Background: an optimization exercise with open tools, aiming at small area and a short achievable clock period. Do not read the settings as production practice.
Only simulation tests tie the RTL to the original design; equivalence was not proved.
Power figures rest on the tool's default switching activity, not on a simulated workload.

==> trial 56 <==
==> flow/design.v <==
module rslt_writer #(
  parameter int DATA_WIDTH      = 16,
  parameter int COL_WIDTH       = 8,
  parameter int ROW_WIDTH       = 8,
  parameter int RSLT_ADDR_WIDTH = 12,
  parameter int POOL_BUF_DEPTH  = 128
) (
  input  logic                       clk,
  input  logic                       reset,
  input  logic                       start,
  input  logic                       pool_en,
  input  logic                       relu_en,
  input  logic [COL_WIDTH-1:0]       result_cols,
  input  logic [ROW_WIDTH-1:0]       result_rows,
  input  logic [RSLT_ADDR_WIDTH-1:0] base_addr,
  input  logic                       pix_valid,
  input  logic [DATA_WIDTH-1:0]      pix_data,
  output logic                       rslt_we,
  output logic [RSLT_ADDR_WIDTH-1:0] rslt_addr,
  output logic [DATA_WIDTH-1:0]      rslt_wdata,
  output logic                       busy,
  output logic                       done,
  output logic                       err_extra
);
  localparam int DW = DATA_WIDTH;
  logic                       start_d;
  logic                       pool_q;
  logic                       relu_q;
  logic [COL_WIDTH-1:0]       cols_q;
  logic [COL_WIDTH-1:0]       col_left;    
  logic [ROW_WIDTH-1:0]       row_left;    
  logic                       rpar;        
  logic signed [DW-1:0]       h_q;         
  logic signed [DW-1:0]       s_q;         
  logic                       shift_q;
  logic                       idle;
  logic                       arm;
  logic                       run_acc;     
  logic                       lc, lr;      
  logic                       cpar;        
  logic                       wr_run;      
  logic                       a_lc, a_lr;  
  logic                       a_wr;        
  logic                       e_relu;
  logic [COL_WIDTH-1:0]       cl_dec;
  logic signed [DW-1:0]       x;
  logic signed [DW-1:0]       xr;
  logic signed [DW-1:0]       lb;
  logic signed [DW-1:0]       a;
  logic signed [DW-1:0]       pw;
  always_comb begin
    idle    = ~busy & ~done;
    arm     = idle & start & ~start_d;
    run_acc = busy & start & pix_valid;
    lc      = (col_left == '0);
    lr      = (row_left == '0);
    cpar    = cols_q[0] ^ col_left[0];
    cl_dec  = lc ? cols_q : col_left - 1'b1;
    wr_run  = run_acc & (~pool_q | (cpar & rpar));
    a_lc    = (result_cols == '0);
    a_lr    = (result_rows == '0);
    a_wr    = pix_valid & ~pool_en;
    e_relu  = arm ? relu_en : relu_q;
  end
  logic [6:0] g;    
  logic [64*DW-1:0] seg6;
  logic [32*DW-1:0] seg5;
  logic [16*DW-1:0] seg4;
  logic [8*DW-1:0]  seg3;
  logic [4*DW-1:0]  seg2;
  logic [2*DW-1:0]  seg1;
  logic [DW-1:0]    seg0;
  logic [DW-1:0]    in6, in5, in4, in3, in2, in1, in0, inf;
  always_comb begin
    in6 = s_q;
    in5 = g[6] ? seg6[64*DW-1 -: DW] : in6;
    in4 = g[5] ? seg5[32*DW-1 -: DW] : in5;
    in3 = g[4] ? seg4[16*DW-1 -: DW] : in4;
    in2 = g[3] ? seg3[8*DW-1  -: DW] : in3;
    in1 = g[2] ? seg2[4*DW-1  -: DW] : in2;
    in0 = g[1] ? seg1[2*DW-1  -: DW] : in1;
    inf = g[0] ? seg0                : in0;
  end
  always_ff @(posedge clk) begin
    if (shift_q) begin
      seg6 <= {seg6[63*DW-1:0], in6};
      seg5 <= {seg5[31*DW-1:0], in5};
      seg4 <= {seg4[15*DW-1:0], in4};
      seg3 <= {seg3[7*DW-1:0],  in3};
      seg2 <= {seg2[3*DW-1:0],  in2};
      seg1 <= {seg1[DW-1:0],    in1};
      seg0 <= in0;
      lb   <= inf;
    end
  end
  function automatic logic sgt(input logic [DW-1:0] a,
                               input logic [DW-1:0] b);
    logic [DW-1:0] ua, ub, gt, eq;
    integer w, i;
    begin
      ua = {~a[DW-1], a[DW-2:0]};
      ub = {~b[DW-1], b[DW-2:0]};
      gt = ua & ~ub;
      eq = ~(ua ^ ub);
      for (w = 1; w < DW; w = w * 2)
        for (i = 0; i + w < DW; i = i + 2 * w) begin
          gt[i] = gt[i + w] | (eq[i + w] & gt[i]);
          eq[i] = eq[i + w] & eq[i];
        end
      sgt = gt[0];
    end
  endfunction
  logic x_gt_lb, x_gt_h, lb_gt_h;
  always_comb begin
    x       = $signed(pix_data);
    xr      = (e_relu & x[DW-1]) ? '0 : x;
    x_gt_lb = sgt(x, lb);
    x_gt_h  = sgt(x, h_q);
    lb_gt_h = sgt(lb, h_q);
    a       = lb_gt_h ? lb : h_q;
    pw      = (x_gt_lb & x_gt_h) ? x : a;
  end
  always_ff @(posedge clk) begin
    if (arm) begin
      pool_q <= pool_en;
      relu_q <= relu_en;
      cols_q <= result_cols;
      g      <= 7'((result_cols - 1'b1) >> 1);
    end
    if (arm) begin
      col_left <= (pix_valid & ~a_lc) ? result_cols - 1'b1 : result_cols;
      row_left <= (pix_valid & a_lc) ? result_rows - 1'b1 : result_rows;
      rpar     <= pix_valid & a_lc;
    end else if (run_acc) begin
      col_left <= cl_dec;
      if (lc)
        row_left <= row_left - 1'b1;
      rpar     <= rpar ^ lc;
    end
    shift_q <= run_acc & pool_q & cpar;
    s_q <= x_gt_h ? x : h_q;
    if (pix_valid)
      h_q <= xr;
  end
  always_ff @(posedge clk or negedge reset) begin
    if (!reset) begin
      start_d    <= 1'b0;
      rslt_we    <= 1'b0;
      rslt_addr  <= '0;
      rslt_wdata <= '0;
      busy       <= 1'b0;
      done       <= 1'b0;
      err_extra  <= 1'b0;
    end else begin
      start_d <= start;
      if (arm) begin
        busy       <= ~(pix_valid & a_lc & a_lr);
        done       <= pix_valid & a_lc & a_lr;
        err_extra  <= 1'b0;
        rslt_we    <= a_wr;
        rslt_addr  <= a_wr ? base_addr : base_addr - 1'b1;
      end else begin
        busy       <= busy & start & ~(pix_valid & lc & lr);
        done       <= (run_acc & lc & lr) | (done & start);
        err_extra  <= err_extra | (pix_valid & ~busy);
        rslt_we    <= wr_run;
        if (wr_run)
          rslt_addr <= rslt_addr + 1'b1;
      end
      rslt_wdata <= (~arm & pool_q) ? pw : xr;
    end
  end
endmodule
==> flow/flow/run.sh <==
#!/bin/bash
# Standard ORFS layout, with clock tree synthesis arguments overridden:
# larger sink clusters and no dummy loads.
export CTS_ARGS="-sink_clustering_enable -repair_clock_nets -sink_clustering_size 25 -sink_clustering_max_diameter 60 -dont_use_dummy_load"
bash standard.sh > standard.log 2>&1
==> flow/standard.sh <==
#!/bin/bash
# synth_recipe.tcl (not shown) runs the flow's synth.tcl, then flattens the netlist and writes it again
# the make line also repeats each setting of config.mk as NAME=value (left out here)
make -C /OpenROAD-flow-scripts/flow DESIGN_CONFIG=/design/flow/config.mk WORK_HOME=/design/flow/orfs CLKGATE_MAP_FILE= SYNTH_SCRIPT=/design/flow/synth_recipe.tcl "${@:-finish}"
==> flow/config.mk <==
export PLATFORM = sky130hd
export DESIGN_NAME = rslt_writer
export DESIGN_NICKNAME = rslt_writer
export VERILOG_FILES = /design/flow/design.v
export SDC_FILE = /design/flow/constraint.sdc
export NUM_CORES = 4
export LEC_CHECK = 0
export CAP_MARGIN = 20
export CORE_MARGIN = 2
export CORE_UTILIZATION = 50
export SETUP_SLACK_MARGIN = 5
export SLEW_MARGIN = 20
export TNS_END_PERCENT = 20
==> flow/constraint.sdc <==
create_clock -name core_clock -period 8.0 [get_ports {clk}]
set_input_delay 1.6000 -clock core_clock [delete_from_list [all_inputs] [get_ports {clk}]]
set_output_delay 1.6000 -clock core_clock [all_outputs]
set_load 0.01 [all_outputs]
==> trial 5 (differences from trial 56) <==
--- a/flow/design.v
+++ b/flow/design.v
@@ -31,7 +31,7 @@
   logic [ROW_WIDTH-1:0]       row_left;    
   logic                       rpar;        
   logic signed [DW-1:0]       h_q;         
-  logic signed [DW-1:0]       s_q;         
+  logic                       first;       
   logic                       shift_q;
   logic                       idle;
   logic                       arm;
@@ -62,7 +62,8 @@
     a_wr    = pix_valid & ~pool_en;
     e_relu  = arm ? relu_en : relu_q;
   end
-  logic [6:0] g;    
+  logic [6:0] g;
+  assign g = cols_q[7:1];
   logic [64*DW-1:0] seg6;
   logic [32*DW-1:0] seg5;
   logic [16*DW-1:0] seg4;
@@ -72,7 +73,7 @@
   logic [DW-1:0]    seg0;
   logic [DW-1:0]    in6, in5, in4, in3, in2, in1, in0, inf;
   always_comb begin
-    in6 = s_q;
+    in6 = h_q;
     in5 = g[6] ? seg6[64*DW-1 -: DW] : in6;
     in4 = g[5] ? seg5[32*DW-1 -: DW] : in5;
     in3 = g[4] ? seg4[16*DW-1 -: DW] : in4;
@@ -125,7 +126,6 @@
       pool_q <= pool_en;
       relu_q <= relu_en;
       cols_q <= result_cols;
-      g      <= 7'((result_cols - 1'b1) >> 1);
     end
     if (arm) begin
       col_left <= (pix_valid & ~a_lc) ? result_cols - 1'b1 : result_cols;
@@ -137,10 +137,13 @@
         row_left <= row_left - 1'b1;
       rpar     <= rpar ^ lc;
     end
-    shift_q <= run_acc & pool_q & cpar;
-    s_q <= x_gt_h ? x : h_q;
+    shift_q <= run_acc & pool_q & (cpar | lc);
     if (pix_valid)
-      h_q <= xr;
+      h_q <= (cpar & ~arm) ? (x_gt_h ? x : h_q) : xr;
+    if (arm)
+      first <= ~a_wr;
+    else if (wr_run)
+      first <= 1'b0;
   end
   always_ff @(posedge clk or negedge reset) begin
     if (!reset) begin
@@ -158,14 +161,14 @@
         done       <= pix_valid & a_lc & a_lr;
         err_extra  <= 1'b0;
         rslt_we    <= a_wr;
-        rslt_addr  <= a_wr ? base_addr : base_addr - 1'b1;
+        rslt_addr  <= base_addr;
       end else begin
         busy       <= busy & start & ~(pix_valid & lc & lr);
         done       <= (run_acc & lc & lr) | (done & start);
         err_extra  <= err_extra | (pix_valid & ~busy);
         rslt_we    <= wr_run;
         if (wr_run)
-          rslt_addr <= rslt_addr + 1'b1;
+          rslt_addr <= rslt_addr + {{(RSLT_ADDR_WIDTH-1){1'b0}}, ~first};
       end
       rslt_wdata <= (~arm & pool_q) ? pw : xr;
     end
==> flow/flow/run.sh (replaced) <==
#!/bin/bash
export CTS_ARGS="-sink_clustering_enable -repair_clock_nets -sink_clustering_size 25 -sink_clustering_max_diameter 60 -dont_use_dummy_load"
export PRE_IO_PLACEMENT_TCL="$PWD/flow/io.tcl"
sed -e 's/SETUP_SLACK_MARGIN=[0-9.]*/SETUP_SLACK_MARGIN=5.2/' standard.sh > standard_m.sh
bash standard_m.sh > standard.log 2>&1
==> flow/flow/io.tcl (new file) <==
# Keep every port but the clock on one stretch of the left edge, so the
# pixel inputs, the control inputs and the registered outputs sit close
# together and the short input-to-register and register-to-output paths
# stay short.
set names {}
foreach bt [[ord::get_db_block] getBTerms] {
  set n [$bt getName]
  if {$n ne "clk"} { lappend names $n }
}
set_io_pin_constraint -pin_names $names -region left:100-250
CORE_UTILIZATION = 57   (was 50)
TNS_END_PERCENT = 100   (was 20)
==> results.txt <==
Number of combinational gates with multiple inputs: trial 5 576; trial 56 629
Layout net count: trial 5 3179; trial 56 3211
Clock network share of area: trial 5 0.0440; trial 56 0.0427
Layout fillers: trial 5 7731; trial 56 9988
Part of the total power dissipated in sequential elements: trial 5 0.648; trial 56 0.651
Number of cell instances on the worst register-to-register path: trial 5 7; trial 56 9
Origin of the worst setup path: trial 5 result_cols[6]; trial 56 rslt_wdata[8]
Multi-input combinational cell area: trial 5 4660 um2; trial 56 4740 um2
Area growth from synthesis to final layout: trial 5 10.9%; trial 56 10.3%
Post-synth top area share: trial 5 0.921; trial 56 0.912
Final Cycle Share: trial 5 0.382; trial 56 0.386
Number of global-route vias before repair: trial 5 24500; trial 56 24800
Total area of sequential cells: trial 5 63700 um2; trial 56 64200 um2
Critical Setup Path Class: trial 5 input port to flop; trial 56 flop to output port
Via Count: trial 5 25300; trial 56 25400
Worst ir drop on vdd: trial 5 0.220 mV; trial 56 0.167 mV
Portion of the post-synthesis area used by sequential elements: trial 5 0.933; trial 56 0.929
Post-CTS Resized: trial 5 341; trial 56 93
Starting DRT DRC Count: trial 5 2437; trial 56 2769
Non-clock buffers, area share: trial 5 0.0225; trial 56 0.0194
Antenna Cells: trial 5 0; trial 56 3
Result of the run: trial 5 timing/DRC/antenna clean; trial 56 timing/DRC/antenna clean

afterwards: timing with drivers on the ports:
No port has a modelled driver above. Below, the same layouts with a new extraction and two added sets of constraints.
Step 1, drivers: a clkbuf_16 drives clk and a buf_2 each remaining input, both assumed.
Step 2 also shifts input and output timing later by t, the mid clock arrival at the registers, as if the neighbouring blocks saw the same clock.
Three values: ideal, step 1, step 2; two values: the first two.
run	t (ns)	slack for setup (ns)	slew at the worst register clock pin (ns)
trial 56	0.789	4.912 / 4.842 / 4.152	0.10 / 0.10
trial 5	0.754	4.942 / 4.970 / 4.217	0.09 / 0.09
After both steps setup and hold are still met in every run listed. The setup slack of trial 56, which loses most, moves by -0.070 ns with the drivers and by -0.760 ns with both steps.
